Context: an optimization exercise on an open-source flow, tuned for a short achievable clock period and few clock cycles per item. The choices shown serve that exercise and are no tape-out recipe. In this exercise RTL edits were held to simulation tests only and were not proved equivalent to the original. No activity file was given, so power comes from the tool's default toggle rates.

<file path="design/flow/config.mk">
export PLATFORM = sky130hd
export DESIGN_NAME = multicast_tree_member_table_unit
export DESIGN_NICKNAME = multicast_tree_member_table_unit
export VERILOG_FILES = /design/flow/design.v
export SDC_FILE = /design/flow/constraint.sdc
export NUM_CORES = 4
export LEC_CHECK = 0
export CAP_MARGIN = 20
export CORE_MARGIN = 2
export CORE_UTILIZATION = 40
export SLEW_MARGIN = 20
</file>
<file path="design/flow/constraint.sdc">
create_clock -name core_clock -period 6.0 [get_ports {clk}]
set_input_delay 1.2000 -clock core_clock [delete_from_list [all_inputs] [get_ports {clk}]]
set_output_delay 1.2000 -clock core_clock [all_outputs]
set_load 0.01 [all_outputs]
</file>
<file path="design/flow/design.v">
package mtmt_pkg;
    typedef logic [31:0] addr_t;
    typedef logic [9:0]  cost_t;
    typedef struct packed {
        cost_t cost;
        addr_t addr;
    } entry_t;
    typedef struct packed {
        logic shift;
        logic wr_en;
    } ring_ctl_t;
    localparam logic [2:0] ACT_LOAD   = 3'd0;
    localparam logic [2:0] ACT_TJOIN  = 3'd1;
    localparam logic [2:0] ACT_RJOIN  = 3'd2;
    localparam logic [2:0] ACT_CJOIN  = 3'd3;
    localparam logic [2:0] ACT_SEG    = 3'd4;
    localparam logic [2:0] ACT_TPRUNE = 3'd5;
    localparam logic [2:0] ACT_CPRUNE = 3'd6;
    localparam logic [2:0] ACT_DATA   = 3'd7;
    localparam logic [2:0] KIND_DONE         = 3'd0;
    localparam logic [2:0] KIND_JOIN_ROOT    = 3'd1;
    localparam logic [2:0] KIND_SEGMENT      = 3'd2;
    localparam logic [2:0] KIND_SEND_VECTOR  = 3'd3;
    localparam logic [2:0] KIND_JOIN_PARENT  = 3'd4;
    localparam logic [2:0] KIND_PRUNE_ROOT   = 3'd5;
    localparam logic [2:0] KIND_PRUNE_PARENT = 3'd6;
    localparam logic [2:0] KIND_FORWARD      = 3'd7;
    localparam logic [1:0] ST_OK      = 2'd0;
    localparam logic [1:0] ST_PRESENT = 2'd1;
    localparam logic [1:0] ST_FULL    = 2'd2;
    localparam logic [1:0] ST_IGNORED = 2'd3;
    localparam logic CFG_OWN_ADDR  = 1'b0;
    localparam logic CFG_ROOT_ADDR = 1'b1;
    localparam cost_t UNKNOWN_COST = 10'd999;
    localparam cost_t COST_MAX     = 10'd1023;
endpackage
module mtmt_cell #(
    parameter int W = 32
) (
    input  logic         clk,
    input  logic         shift,
    input  logic [W-1:0] din,
    output logic [W-1:0] q
);
    logic [W-1:0] q_reg;
    always_ff @(posedge clk)
    begin
        if (shift)
        begin
            q_reg <= din;
        end
    end
    assign q = q_reg;
endmodule
module mtmt_ring
#(
    parameter int W = 32,
    parameter int N = 16
) (
    input  logic         clk,
    input  mtmt_pkg::ring_ctl_t ctl,
    input  logic [W-1:0] wr_data,
    output logic [W-1:0] head
);
    logic [W-1:0] q [N];
    logic [W-1:0] feed;
    assign feed = ctl.wr_en ? wr_data : q[0];
    assign head = q[0];
    for (genvar i = 0; i < N; i++)
    begin : g_cell
        mtmt_cell #(.W(W)) u_cell (
            .clk   (clk),
            .shift (ctl.shift),
            .din   ((i == N - 1) ? feed : q[(i + 1) % N]),
            .q     (q[i])
        );
    end
endmodule
module multicast_tree_member_table_unit
#(
    parameter int MAX_MEMBERS = 16
) (
    input  logic         clk,
    input  logic         rst_n,
    input  logic         s_tvalid,
    output logic         s_tready,
    input  logic [47:0]  s_tdata,    
    input  logic [2:0]   s_tuser,    
    output logic         m_tvalid,
    input  logic         m_tready,
    output logic [111:0] m_tdata,    
    output logic [2:0]   m_tuser,    
    output logic         m_tlast,
    input  logic         cfg_valid,
    output logic         cfg_ready,
    input  logic         cfg_index,
    input  logic [31:0]  cfg_data
);
    localparam int IW = $clog2(MAX_MEMBERS);
    localparam int CW = $clog2(MAX_MEMBERS + 1);
    localparam int RW = $clog2(2 * MAX_MEMBERS + 2);
    localparam int EW = 42;   
    localparam logic [3:0] S_IDLE   = 4'd0;
    localparam logic [3:0] S_SCAN   = 4'd1;
    localparam logic [3:0] S_DECIDE = 4'd2;
    localparam logic [3:0] S_UPDATE = 4'd3;
    localparam logic [3:0] S_ONE    = 4'd4;
    localparam logic [3:0] S_TWO    = 4'd5;
    localparam logic [3:0] S_RT     = 4'd6;
    localparam logic [3:0] S_RC1    = 4'd7;
    localparam logic [3:0] S_RC2    = 4'd8;
    localparam logic [IW-1:0] POS_LAST = IW'(MAX_MEMBERS - 1);
    localparam logic [CW-1:0] CNT_FULL = CW'(MAX_MEMBERS);
    logic [3:0]    state_reg, state_next;
    logic [IW-1:0] pos_reg, pos_next;
    logic [2:0]    act_reg, act_next;
    mtmt_pkg::addr_t         addr_reg;
    mtmt_pkg::addr_t         addr_next;
    mtmt_pkg::cost_t         val_reg;
    mtmt_pkg::cost_t         val_next;
    mtmt_pkg::addr_t         own_reg;
    mtmt_pkg::addr_t         own_next;
    mtmt_pkg::addr_t         root_reg;
    mtmt_pkg::addr_t         root_next;
    logic [CW-1:0] lcnt_reg, lcnt_next, tcnt_reg, tcnt_next, ccnt_reg, ccnt_next;
    mtmt_pkg::cost_t         path_reg;
    mtmt_pkg::cost_t         path_next;
    mtmt_pkg::addr_t         parent_reg;
    mtmt_pkg::addr_t         parent_next;
    logic          seen_reg, seen_next;
    logic [31:0]   seq_reg, seq_next;
    logic          lk_hit_reg, lk_hit_next, tm_hit_reg, tm_hit_next;
    logic          ch_hit_reg, ch_hit_next;
    mtmt_pkg::cost_t         lk_cost_reg;
    mtmt_pkg::cost_t         lk_cost_next;
    logic [IW-1:0] tm_idx_reg, tm_idx_next, ch_idx_reg, ch_idx_next;
    mtmt_pkg::addr_t         tm_last_reg;
    mtmt_pkg::addr_t         tm_last_next;
    mtmt_pkg::entry_t        ch_last_reg;
    mtmt_pkg::entry_t        ch_last_next;
    logic [1:0]    st_reg, st_next;
    logic [2:0]    one_kind_reg, one_kind_next, two_kind_reg, two_kind_next;
    mtmt_pkg::addr_t         one_dest_reg;
    mtmt_pkg::addr_t         one_dest_next;
    mtmt_pkg::addr_t         two_dest_reg;
    mtmt_pkg::addr_t         two_dest_next;
    mtmt_pkg::addr_t         one_seg_reg;
    mtmt_pkg::addr_t         one_seg_next;
    logic          go_one_reg, go_one_next, go_two_reg, go_two_next;
    logic          go_rc1_reg, go_rc1_next, go_rc2_reg, go_rc2_next;
    logic [RW-1:0] remain_reg, remain_next;
    logic          l_we_reg, l_we_next, t_we_reg, t_we_next, c_we_reg, c_we_next;
    logic [IW-1:0] l_wpos_reg, l_wpos_next, t_wpos_reg, t_wpos_next;
    logic [IW-1:0] c_wpos_reg, c_wpos_next;
    mtmt_pkg::entry_t        l_wdata_reg;
    mtmt_pkg::entry_t        l_wdata_next;
    mtmt_pkg::entry_t        c_wdata_reg;
    mtmt_pkg::entry_t        c_wdata_next;
    mtmt_pkg::addr_t         t_wdata_reg;
    mtmt_pkg::addr_t         t_wdata_next;
    logic          out_valid_reg, out_valid_next, out_last_reg, out_last_next;
    logic [2:0]    out_kind_reg, out_kind_next;
    mtmt_pkg::addr_t         out_dest_reg;
    mtmt_pkg::addr_t         out_dest_next;
    mtmt_pkg::addr_t         out_seg_reg;
    mtmt_pkg::addr_t         out_seg_next;
    mtmt_pkg::cost_t         out_cost_reg;
    mtmt_pkg::cost_t         out_cost_next;
    logic [1:0]    out_st_reg, out_st_next;
    logic [31:0]   out_seq_reg, out_seq_next;
    mtmt_pkg::ring_ctl_t     l_ctl;
    mtmt_pkg::ring_ctl_t     t_ctl;
    mtmt_pkg::ring_ctl_t     c_ctl;
    logic [EW-1:0] l_head_raw, c_head_raw;
    logic [31:0]   t_head;
    mtmt_pkg::entry_t        l_head;
    mtmt_pkg::entry_t        c_head;
    logic          shift, free;
    logic [CW-1:0] pos_ext;
    assign l_head = mtmt_pkg::entry_t'(l_head_raw);
    assign c_head = mtmt_pkg::entry_t'(c_head_raw);
    assign free    = !out_valid_reg || m_tready;
    assign pos_ext = CW'(pos_reg);
    assign shift = (state_reg == S_SCAN) || (state_reg == S_UPDATE) ||
                   (((state_reg == S_RT) || (state_reg == S_RC1) || (state_reg == S_RC2))
                    && free);
    assign l_ctl = {shift, (state_reg == S_UPDATE) && l_we_reg && (pos_reg == l_wpos_reg)};
    assign t_ctl = {shift, (state_reg == S_UPDATE) && t_we_reg && (pos_reg == t_wpos_reg)};
    assign c_ctl = {shift, (state_reg == S_UPDATE) && c_we_reg && (pos_reg == c_wpos_reg)};
    mtmt_ring #(.W(EW), .N(MAX_MEMBERS)) u_link_ring (
        .clk(clk), .ctl(l_ctl), .wr_data(l_wdata_reg), .head(l_head_raw)
    );
    mtmt_ring #(.W(32), .N(MAX_MEMBERS)) u_term_ring (
        .clk(clk), .ctl(t_ctl), .wr_data(t_wdata_reg), .head(t_head)
    );
    mtmt_ring #(.W(EW), .N(MAX_MEMBERS)) u_child_ring (
        .clk(clk), .ctl(c_ctl), .wr_data(c_wdata_reg), .head(c_head_raw)
    );
    assign s_tready  = (state_reg == S_IDLE);
    assign cfg_ready = 1'b1;
    assign m_tvalid  = out_valid_reg;
    assign m_tlast   = out_last_reg;
    assign m_tuser   = out_kind_reg;
    assign m_tdata   = {4'd0, out_seq_reg, out_st_reg, out_cost_reg, out_seg_reg, out_dest_reg};
    always_comb
    begin
        logic          is_root, emit;
        mtmt_pkg::addr_t         cur_par;
        logic [10:0]   sum;
        mtmt_pkg::cost_t         score;
        mtmt_pkg::cost_t         cur_cost;
        logic [CW-1:0] nt, nc;
        logic [2:0]    e_kind;
        mtmt_pkg::addr_t         e_dest;
        mtmt_pkg::addr_t         e_seg;
        mtmt_pkg::cost_t         e_cost;
        state_next = state_reg;  pos_next = pos_reg;
        act_next = act_reg;  addr_next = addr_reg;  val_next = val_reg;
        own_next = own_reg;  root_next = root_reg;
        lcnt_next = lcnt_reg;  tcnt_next = tcnt_reg;  ccnt_next = ccnt_reg;
        path_next = path_reg;  parent_next = parent_reg;  seen_next = seen_reg;
        seq_next = seq_reg;
        lk_hit_next = lk_hit_reg;  tm_hit_next = tm_hit_reg;  ch_hit_next = ch_hit_reg;
        lk_cost_next = lk_cost_reg;  tm_idx_next = tm_idx_reg;  ch_idx_next = ch_idx_reg;
        tm_last_next = tm_last_reg;  ch_last_next = ch_last_reg;
        st_next = st_reg;  one_kind_next = one_kind_reg;  two_kind_next = two_kind_reg;
        one_dest_next = one_dest_reg;  two_dest_next = two_dest_reg;
        one_seg_next = one_seg_reg;
        go_one_next = go_one_reg;  go_two_next = go_two_reg;
        go_rc1_next = go_rc1_reg;  go_rc2_next = go_rc2_reg;
        remain_next = remain_reg;
        l_we_next = l_we_reg;  t_we_next = t_we_reg;  c_we_next = c_we_reg;
        l_wpos_next = l_wpos_reg;  t_wpos_next = t_wpos_reg;  c_wpos_next = c_wpos_reg;
        l_wdata_next = l_wdata_reg;  t_wdata_next = t_wdata_reg;
        c_wdata_next = c_wdata_reg;
        out_valid_next = out_valid_reg && !m_tready;
        out_last_next = out_last_reg;  out_kind_next = out_kind_reg;
        out_dest_next = out_dest_reg;  out_seg_next = out_seg_reg;
        out_cost_next = out_cost_reg;  out_st_next = out_st_reg;
        out_seq_next = out_seq_reg;
        is_root  = (own_reg == root_reg);
        cur_par  = (parent_reg == '0) ? root_reg : parent_reg;
        cur_cost = is_root ? '0 : path_reg;
        sum      = {1'b0, val_reg} + {1'b0, (lk_hit_reg ? lk_cost_reg : mtmt_pkg::UNKNOWN_COST)};
        score    = sum[10] ? mtmt_pkg::COST_MAX : sum[9:0];
        nt       = tcnt_reg;
        nc       = ccnt_reg;
        emit     = 1'b0;
        e_kind   = mtmt_pkg::KIND_DONE;
        e_dest   = '0;
        e_seg    = '0;
        e_cost   = '0;
        if (cfg_valid)
        begin
            if (cfg_index == mtmt_pkg::CFG_OWN_ADDR)
            begin
                own_next = cfg_data;
            end
            else
            begin
                root_next = cfg_data;
            end
        end
        unique case (state_reg)
            S_IDLE:
            begin
                if (s_tvalid)
                begin
                    act_next    = s_tuser;
                    addr_next   = s_tdata[31:0];
                    val_next    = s_tdata[41:32];
                    lk_hit_next = 1'b0;
                    tm_hit_next = 1'b0;
                    ch_hit_next = 1'b0;
                    pos_next    = '0;
                    state_next  = S_SCAN;
                end
            end
            S_SCAN:
            begin
                if ((pos_ext < lcnt_reg) && (l_head.addr == addr_reg) && !lk_hit_reg)
                begin
                    lk_hit_next  = 1'b1;
                    lk_cost_next = l_head.cost;
                end
                if ((pos_ext < tcnt_reg) && (t_head == addr_reg))
                begin
                    tm_hit_next = 1'b1;
                    tm_idx_next = pos_reg;
                end
                if (pos_ext + CW'(1) == tcnt_reg)
                begin
                    tm_last_next = t_head;
                end
                if ((pos_ext < ccnt_reg) && (c_head.addr == addr_reg))
                begin
                    ch_hit_next = 1'b1;
                    ch_idx_next = pos_reg;
                end
                if (pos_ext + CW'(1) == ccnt_reg)
                begin
                    ch_last_next = c_head;
                end
                pos_next = pos_reg + IW'(1);
                if (pos_reg == POS_LAST)
                begin
                    pos_next   = '0;
                    state_next = S_DECIDE;
                end
            end
            S_DECIDE:
            begin
                st_next = mtmt_pkg::ST_OK;
                go_one_next = 1'b1;
                go_two_next = 1'b0;
                go_rc1_next = 1'b0;
                go_rc2_next = 1'b0;
                one_kind_next = mtmt_pkg::KIND_DONE;
                one_dest_next = '0;
                one_seg_next = '0;
                remain_next = RW'(1);
                l_we_next = 1'b0;
                t_we_next = 1'b0;
                c_we_next = 1'b0;
                unique case (act_reg)
                    mtmt_pkg::ACT_LOAD:
                    begin
                        if (lcnt_reg == CNT_FULL)
                        begin
                            st_next = mtmt_pkg::ST_FULL;
                        end
                        else
                        begin
                            l_we_next    = 1'b1;
                            l_wpos_next  = IW'(lcnt_reg);
                            l_wdata_next = {val_reg, addr_reg};
                            lcnt_next    = lcnt_reg + CW'(1);
                            if ((addr_reg == root_reg) && !seen_reg)
                            begin
                                path_next = val_reg;
                                seen_next = 1'b1;
                            end
                        end
                    end
                    mtmt_pkg::ACT_TJOIN:
                    begin
                        if (tm_hit_reg)
                        begin
                            st_next = mtmt_pkg::ST_PRESENT;
                        end
                        else if (tcnt_reg == CNT_FULL)
                        begin
                            st_next = mtmt_pkg::ST_FULL;
                        end
                        else
                        begin
                            t_we_next    = 1'b1;
                            t_wpos_next  = IW'(tcnt_reg);
                            t_wdata_next = addr_reg;
                            tcnt_next    = tcnt_reg + CW'(1);
                        end
                        one_kind_next = mtmt_pkg::KIND_JOIN_ROOT;
                        one_dest_next = root_reg;
                    end
                    mtmt_pkg::ACT_RJOIN:
                    begin
                        if (!is_root)
                        begin
                            st_next = mtmt_pkg::ST_IGNORED;
                        end
                        else
                        begin
                            if (ch_hit_reg)
                            begin
                                st_next = mtmt_pkg::ST_PRESENT;
                            end
                            else if (ccnt_reg == CNT_FULL)
                            begin
                                st_next = mtmt_pkg::ST_FULL;
                            end
                            else
                            begin
                                c_we_next    = 1'b1;
                                c_wpos_next  = IW'(ccnt_reg);
                                c_wdata_next = {(lk_hit_reg ? lk_cost_reg : mtmt_pkg::cost_t'(1)), addr_reg};
                                nc           = ccnt_reg + CW'(1);
                                ccnt_next    = nc;
                            end
                            one_kind_next = mtmt_pkg::KIND_SEGMENT;
                            one_seg_next  = own_reg;
                            go_rc1_next   = (nc != '0);
                            go_rc2_next   = (nc != '0);
                            remain_next   = RW'({nc, 1'b0}) + RW'(1);
                        end
                    end
                    mtmt_pkg::ACT_CJOIN:
                    begin
                        if (ch_hit_reg)
                        begin
                            st_next = mtmt_pkg::ST_PRESENT;
                        end
                        else if (ccnt_reg == CNT_FULL)
                        begin
                            st_next = mtmt_pkg::ST_FULL;
                        end
                        else
                        begin
                            c_we_next    = 1'b1;
                            c_wpos_next  = IW'(ccnt_reg);
                            c_wdata_next = {mtmt_pkg::cost_t'(1), addr_reg};
                            ccnt_next    = ccnt_reg + CW'(1);
                        end
                    end
                    mtmt_pkg::ACT_SEG:
                    begin
                        if ((addr_reg == own_reg) || (score > cur_cost) ||
                            ((score == cur_cost) && (cur_par != addr_reg)))
                        begin
                            st_next = mtmt_pkg::ST_IGNORED;
                        end
                        else
                        begin
                            parent_next = addr_reg;
                            path_next   = score;
                            if (cur_par != addr_reg)
                            begin
                                one_kind_next = mtmt_pkg::KIND_JOIN_PARENT;
                                one_dest_next = addr_reg;
                                two_kind_next = (cur_par == root_reg) ? mtmt_pkg::KIND_PRUNE_ROOT
                                                                      : mtmt_pkg::KIND_PRUNE_PARENT;
                                two_dest_next = cur_par;
                                go_two_next   = 1'b1;
                                remain_next   = RW'(2);
                            end
                        end
                    end
                    mtmt_pkg::ACT_TPRUNE, mtmt_pkg::ACT_CPRUNE:
                    begin
                        if (act_reg == mtmt_pkg::ACT_TPRUNE)
                        begin
                            if (tm_hit_reg)
                            begin
                                t_we_next    = 1'b1;
                                t_wpos_next  = tm_idx_reg;
                                t_wdata_next = tm_last_reg;
                                nt           = tcnt_reg - CW'(1);
                                tcnt_next    = nt;
                            end
                            st_next = tm_hit_reg ? mtmt_pkg::ST_OK : mtmt_pkg::ST_IGNORED;
                        end
                        else
                        begin
                            if (ch_hit_reg)
                            begin
                                c_we_next    = 1'b1;
                                c_wpos_next  = ch_idx_reg;
                                c_wdata_next = ch_last_reg;
                                nc           = ccnt_reg - CW'(1);
                                ccnt_next    = nc;
                            end
                            st_next = ch_hit_reg ? mtmt_pkg::ST_OK : mtmt_pkg::ST_IGNORED;
                        end
                        if ((nt == '0) && (nc == '0) && !is_root)
                        begin
                            one_kind_next = (cur_par == root_reg) ? mtmt_pkg::KIND_PRUNE_ROOT
                                                                  : mtmt_pkg::KIND_PRUNE_PARENT;
                            one_dest_next = cur_par;
                        end
                    end
                    mtmt_pkg::ACT_DATA:
                    begin
                        seq_next    = seq_reg + 32'd1;
                        remain_next = RW'(tcnt_reg) + RW'(ccnt_reg) - RW'(ch_hit_reg);
                        if ((tcnt_reg != '0) || (ccnt_reg != '0 && !(ccnt_reg == CW'(1)
                                                                     && ch_hit_reg)))
                        begin
                            go_one_next = 1'b0;
                            go_rc1_next = 1'b1;
                        end
                        else
                        begin
                            remain_next = RW'(1);
                        end
                    end
                    default:
                    begin
                    end
                endcase
                state_next = S_UPDATE;
            end
            S_UPDATE:
            begin
                pos_next = pos_reg + IW'(1);
                if (pos_reg == POS_LAST)
                begin
                    pos_next   = '0;
                    state_next = go_one_reg ? S_ONE : S_RT;
                end
            end
            S_ONE:
            begin
                if (free)
                begin
                    emit   = 1'b1;
                    e_kind = one_kind_reg;
                    e_dest = one_dest_reg;
                    e_seg  = one_seg_reg;
                    state_next = go_two_reg ? S_TWO : (go_rc1_reg ? S_RC1 : S_IDLE);
                end
            end
            S_TWO:
            begin
                if (free)
                begin
                    emit   = 1'b1;
                    e_kind = two_kind_reg;
                    e_dest = two_dest_reg;
                    state_next = S_IDLE;
                end
            end
            S_RT, S_RC1, S_RC2:
            begin
                if (free)
                begin
                    if (state_reg == S_RT)
                    begin
                        emit   = (pos_ext < tcnt_reg);
                        e_kind = mtmt_pkg::KIND_FORWARD;
                        e_dest = t_head;
                    end
                    else if (state_reg == S_RC2)
                    begin
                        emit   = (pos_ext < ccnt_reg);
                        e_kind = mtmt_pkg::KIND_SEND_VECTOR;
                        e_dest = c_head.addr;
                    end
                    else if (act_reg == mtmt_pkg::ACT_DATA)
                    begin
                        emit   = (pos_ext < ccnt_reg) && (c_head.addr != addr_reg);
                        e_kind = mtmt_pkg::KIND_FORWARD;
                        e_dest = c_head.addr;
                    end
                    else
                    begin
                        emit   = (pos_ext < ccnt_reg);
                        e_kind = mtmt_pkg::KIND_SEGMENT;
                        e_seg  = c_head.addr;
                        e_cost = c_head.cost;
                    end
                    pos_next = pos_reg + IW'(1);
                    if (pos_reg == POS_LAST)
                    begin
                        pos_next = '0;
                        if (state_reg == S_RT)
                        begin
                            state_next = S_RC1;
                        end
                        else if ((state_reg == S_RC1) && go_rc2_reg)
                        begin
                            state_next = S_RC2;
                        end
                        else
                        begin
                            state_next = S_IDLE;
                        end
                    end
                end
            end
            default:
            begin
                state_next = S_IDLE;
            end
        endcase
        if (emit)
        begin
            out_valid_next = 1'b1;
            out_last_next  = (remain_reg == RW'(1));
            remain_next    = remain_reg - RW'(1);
            out_kind_next  = e_kind;
            out_dest_next  = e_dest;
            out_seg_next   = e_seg;
            out_cost_next  = e_cost;
            out_st_next    = st_reg;
            out_seq_next   = (act_reg == mtmt_pkg::ACT_DATA) ? seq_reg : 32'd0;
        end
    end
    always_ff @(posedge clk or negedge rst_n)
    begin
        if (!rst_n)
        begin
            state_reg     <= S_IDLE;
            pos_reg       <= '0;
            own_reg       <= '0;
            root_reg      <= '0;
            lcnt_reg      <= '0;
            tcnt_reg      <= '0;
            ccnt_reg      <= '0;
            path_reg      <= mtmt_pkg::UNKNOWN_COST;
            parent_reg    <= '0;
            seen_reg      <= 1'b0;
            seq_reg       <= '0;
            out_valid_reg <= 1'b0;
            remain_reg    <= '0;
            go_one_reg    <= 1'b0;
            go_two_reg    <= 1'b0;
            go_rc1_reg    <= 1'b0;
            go_rc2_reg    <= 1'b0;
            l_we_reg      <= 1'b0;
            t_we_reg      <= 1'b0;
            c_we_reg      <= 1'b0;
        end
        else
        begin
            state_reg     <= state_next;
            pos_reg       <= pos_next;
            own_reg       <= own_next;
            root_reg      <= root_next;
            lcnt_reg      <= lcnt_next;
            tcnt_reg      <= tcnt_next;
            ccnt_reg      <= ccnt_next;
            path_reg      <= path_next;
            parent_reg    <= parent_next;
            seen_reg      <= seen_next;
            seq_reg       <= seq_next;
            out_valid_reg <= out_valid_next;
            remain_reg    <= remain_next;
            go_one_reg    <= go_one_next;
            go_two_reg    <= go_two_next;
            go_rc1_reg    <= go_rc1_next;
            go_rc2_reg    <= go_rc2_next;
            l_we_reg      <= l_we_next;
            t_we_reg      <= t_we_next;
            c_we_reg      <= c_we_next;
        end
    end
    always_ff @(posedge clk)
    begin
        act_reg      <= act_next;
        addr_reg     <= addr_next;
        val_reg      <= val_next;
        lk_hit_reg   <= lk_hit_next;
        tm_hit_reg   <= tm_hit_next;
        ch_hit_reg   <= ch_hit_next;
        lk_cost_reg  <= lk_cost_next;
        tm_idx_reg   <= tm_idx_next;
        ch_idx_reg   <= ch_idx_next;
        tm_last_reg  <= tm_last_next;
        ch_last_reg  <= ch_last_next;
        st_reg       <= st_next;
        one_kind_reg <= one_kind_next;
        two_kind_reg <= two_kind_next;
        one_dest_reg <= one_dest_next;
        two_dest_reg <= two_dest_next;
        one_seg_reg  <= one_seg_next;
        l_wpos_reg   <= l_wpos_next;
        t_wpos_reg   <= t_wpos_next;
        c_wpos_reg   <= c_wpos_next;
        l_wdata_reg  <= l_wdata_next;
        t_wdata_reg  <= t_wdata_next;
        c_wdata_reg  <= c_wdata_next;
        out_last_reg <= out_last_next;
        out_kind_reg <= out_kind_next;
        out_dest_reg <= out_dest_next;
        out_seg_reg  <= out_seg_next;
        out_cost_reg <= out_cost_next;
        out_st_reg   <= out_st_next;
        out_seq_reg  <= out_seq_next;
    end
endmodule
</file>
<file path="design/flow/run.sh">
#!/bin/bash
# synth_recipe.tcl (not shown) runs the flow's synth.tcl, then flattens the netlist and writes it again
# the make line also repeats each setting of config.mk as NAME=value (left out here)
make -C /OpenROAD-flow-scripts/flow DESIGN_CONFIG=/design/flow/config.mk WORK_HOME=/design/flow/orfs CLKGATE_MAP_FILE= SYNTH_SCRIPT=/design/flow/synth_recipe.tcl finish
</file>
==> impl_results.md <==
- Outcome: finished clean
- Met3 Routed Length: 13200 um
- RSZ-0062 raised after global routing: no
- Comb pwr share: 0.041
- Largest family of logic cells by synthesized area: simple AND/OR/NAND/NOR gates
- Synthesized area: 88000 sq um
- Fin crit period: 5500 ps
- Routed length on met1: 92400 um
- Synth Area in Simple Gates: 0.0393
- Drt drc: 0
- Hpwl dp: 132000 um
- Layout cells sized above 1: 0.146
- Setup violations, final: 0
- Maximum vdd drop: between 0.0002 and 0.0003 V
- Area grow syn2layout: 16.9%
- Worst flop-to-flop path startpoint: lk_cost_reg[0]$_DFFE_PP_
- Filler cell count: 18200
- Synth cell types: 79
- DR iter-0 viols: roughly 4600
- Clock Latency Late Sink: 930 ps
- Max-slew headroom: 0.210
- Worst EP required: 6550 ps
- Post-layout instance area: 103000 sq um
- Number of synthesized flops with an enable pin: around 2300
- CTS Hold Buffers Added: 0
- Worst hold-check path type: in -> async
- Cts bufs inserted: 274
- Final setup margin: ~500 ps
- TritonCTS clock tree: done
- Core Area: 219000 sq um
- I/O Buffers: 196
- WL per Instance: 24.9 um
- Root buffer cell: clkbuf_16
- Row count: 172
- Crit share post-route: 0.916
- Vias in the first global route: 39700
- Uppermost routed layer: met5
- Post-Synth XOR/XNOR Area: 0.0297
- GRT Residual Overflow: 0
- Metal2 WL: 87300 um
- Die Y: 473 um
- Top_reg_cell synth: edfxtp_1
- Count of final hold-check violations: 0
- Critical path endpoint category: register
- Highest clock rate: 182 MHz
- Setup crit start kind: register
- Reg2reg path depth: 19
- Switch share: 0.210
- Setup tns final: 0 ps
- Sinks on Clock Net: 2515
- DP Area: approximately 94000 sq um
- Max FO, Critical Path: 10
- Post-synthesis adder-cell area fraction: 0.00799
- Worst-margin pin slew: approximately 1200 ps
- Max Buffers Root-to-Sink: 4
- Final Slew Violations: 0
- DRT Pass-1 Iters: 6
- Die width: approximately 470 um
- P_leak: 29.5 nW
- Routability congestion estimate: 0.888
- Sequential area share after synthesis: 0.848
- R2R Path End: two_dest_reg[8]$_DFFE_PP_
- Starting density of the core: 0.401
- Die area: 224000 sq um
- Pre-CTS WS: ~460 ps
- Mapped Cells: 4492
- Yosys warning total: 7
- Psw: 7.82 mW
- Post-Syn Area per Cell: 19.6 sq um
- Total track usage: 0.175
- Post-Route WL: 199000 um
- First-pass GRT wire length: around 280000 um
- FF+latch count, synth: 2515
- Largest net degree at the start of global routing: about 140
- Mux cell area share after synthesis: 0.0271
- Detail Route Antenna Nets: 0
- Kind of critical path: reg -> reg
- R2r setup slk: 500 ps
- Clock network power share: 0.433
- Flop pwr share: 0.526
- Max cap viols: 0
- H-tree depth: 5
- Ys async rst share: 0.0700
- Via-to-Cell Ratio: about 5
- Post-Route Skew: roughly 75 ps
- Post-synthesis compound-gate area fraction: 0.0353
- Final net count: around 5000
- Initial antenna violation count: 23
- Int Power: 29.5 mW
- Power per standard cell area: 362 nW/um^2
- Clk pin slew, worst setup/hold paths: 60 ps
- CP arrival: about 6100 ps
- DR vias: 41100
- Number of I/O pins: around 210
[critical path, stage by stage, from the launching register on]
cell and delay [ps]:
edfxtp_1 360, nor2b_1 230, inv_1 70, ha_1 230, fa_1 410, a21oi_1 210
o211ai_1 170, o41ai_1 430, nor2b_1 90, o21a_1 250, or3_1 370, ha_1 310
a21o_1 160, a21o_1 180, a211o_1 280, a21oi_1 210, o32ai_2 150, or3b_2 500
nor3_2 230, buf_4 300
[worst max path at each step]
stage                                   startpoint                                                to  slack, ps  cells after the start
final                     lk_cost_reg[0]$_DFFE_PP_                         two_dest_reg[8]$_DFFE_PP_        500                     19
after global placement    lk_cost_reg[0]$_DFFE_PP_                         two_dest_reg[7]$_DFFE_PP_        380                     19
after floorplan                           m_tready  u_child_ring.g_cell[0].u_cell.q_reg[0]$_DFFE_PP_      -3230                      5
after global routing          lk_hit_reg$_DFFE_PP_                         two_dest_reg[8]$_DFFE_PP_         90                     19
after CTS                 lk_cost_reg[0]$_DFFE_PP_                         one_dest_reg[6]$_DFFE_PP_        390                     21
after detailed placement  lk_cost_reg[0]$_DFFE_PP_                         one_dest_reg[6]$_DFFE_PP_        460                     21
[through the flow]
| step | power, mW | hold WS [ps] | utilization | std cells |
|---|---|---|---|---|
| global placement | 21.5 | 400 | 0.430 | 7512 |
| detailed placement | 21.5 | 405 | 0.430 | 7512 |
| floorplan | 21.2 | 400 | - | 4495 |
| finish | 37.3 | 164 | 0.469 | 7980 |
| global route | 38.5 | 131 | 0.469 | 7973 |
| CTS | 37.7 | 113 | 0.469 | 7972 |
[cells in the mapped netlist (24+ instances only)]
cell type     n  area (sq um)
mux2_2      192          2160
a221o_1      34           340
o21ai_0      83           415
nor2_1       76           285
nor3_1       50           250
nor4_1       40           250
and3_1       28           175
a21oi_1      41           205
edfxtp_1   2339         70200
nand4_1      50           313
xnor2_1     207          1810
nand2_1     291          1090
and2_1       78           488
a21o_1       24           180
a22o_1       48           420
a22oi_1      72           541
xor2_1       91           797
inv_1        93           349
dfrtp_1     168          4200
nand3_1      32           160
ha_1         53           663
clkbuf_1    138           518
[what timing repair did]
| action | CTS | global route |
|---|---|---|
| setup buffers | 0 | 0 |
| gates resized for setup | 0 | 1 |
| endpoints found under the setup margin | 0 | 3 |
[layer usage]
metal / GRT usage / up-vias
met5: 0 / -
met4: 0.0556 / 6
met3: 0.0363 / 348
met2: 0.255 / 1427
met1: 0.262 / 21100
li1: - / 18100
[cells in the final DEF, fill, tap and decap left out, drive strengths merged, types with 41 or more instances in the layout]
| cell type | n |
|---|---|
| edfxtp | 2339 |
| clkbuf | 331 |
| nand2 | 291 |
| xnor2 | 207 |
| mux2 | 203 |
| clkdlybuf4s50 | 195 |
| dfrtp | 168 |
| buf | 128 |
| inv | 105 |
| o21ai | 98 |
| xor2 | 91 |
| clkinv | 88 |
| nor2 | 79 |
| and2 | 78 |
| a22oi | 72 |
| ha | 53 |
| nand4 | 52 |
| nor3 | 50 |
| a22o | 48 |
| nor4 | 43 |
| a21oi | 41 |
[logic make-up (layout without fill, tap and decap cells)]
logic type / count (synthesis) / count (layout)
multiplexers: 213 / 213
other: 2 / 13
AO/OA/AOI/OAI: 433 / 433
AND/OR/NAND/NOR: 703 / 703
buffers and inverters: 273 / 879
adder cells (fa/ha/maj): 55 / 55
XOR/XNOR: 298 / 298
flip-flops: 2515 / 2515
[area by class of cell]
| class | count | area, sq um | share of cell area |
|---|---|---|---|
| Antenna cell | 8 | 20.0 | 0.000195 |
| Clock buffer | 331 | 7220 | 0.0701 |
| Clock inverter | 129 | 1320 | 0.0129 |
| Inverter | 96 | 380 | 0.00370 |
| Multi-Input combinational cell | 1707 | 12500 | 0.121 |
| Sequential cell | 2515 | 74700 | 0.725 |
| Tap cell | 2871 | 3590 | 0.0349 |
| Timing Repair Buffer | 323 | 3250 | 0.0316 |
[power groups by stage]
stage               sequential, mW  clock, mW  combinational [mW]
global route                  19.6       17.2                1.66
finish                        19.6       16.1                1.53
global placement              20.0          0                1.53
detailed placement            20.0          0                1.56
floorplan                     20.3          0               0.929
CTS                           19.6       16.6                1.56
Testbench counts, summed over its fixed seeds: cycles 125,337, items 2,624.

-- static timing again, ports no longer ideal --
The results above use ideal ports. As a check the final layout listed here was re-extracted and re-timed, cells and wires unchanged.
Step 1: set_driving_cell puts a clkbuf_16 on clk and a buf_2 on each other input, an assumption about the parent block.
Step 2 adds t to the input delays and takes it off the output delays; t is the mean of the earliest and latest rising clock arrival at the registers after step 1. Input paths then give back, and output paths get back, about the clock's delay inside the block.
Slacks: ideal / step 1 / step 2; pairs: ideal / step 1.
t, ns: 0.976
slack for setup (ns): 0.501 / 0.501 / 0.501
worst setup path at the end: register to register
After both steps setup and hold are still met in this run. For this run, drivers alone change the setup slack by 0.000 ns; drivers and shift together by 0.000 ns.
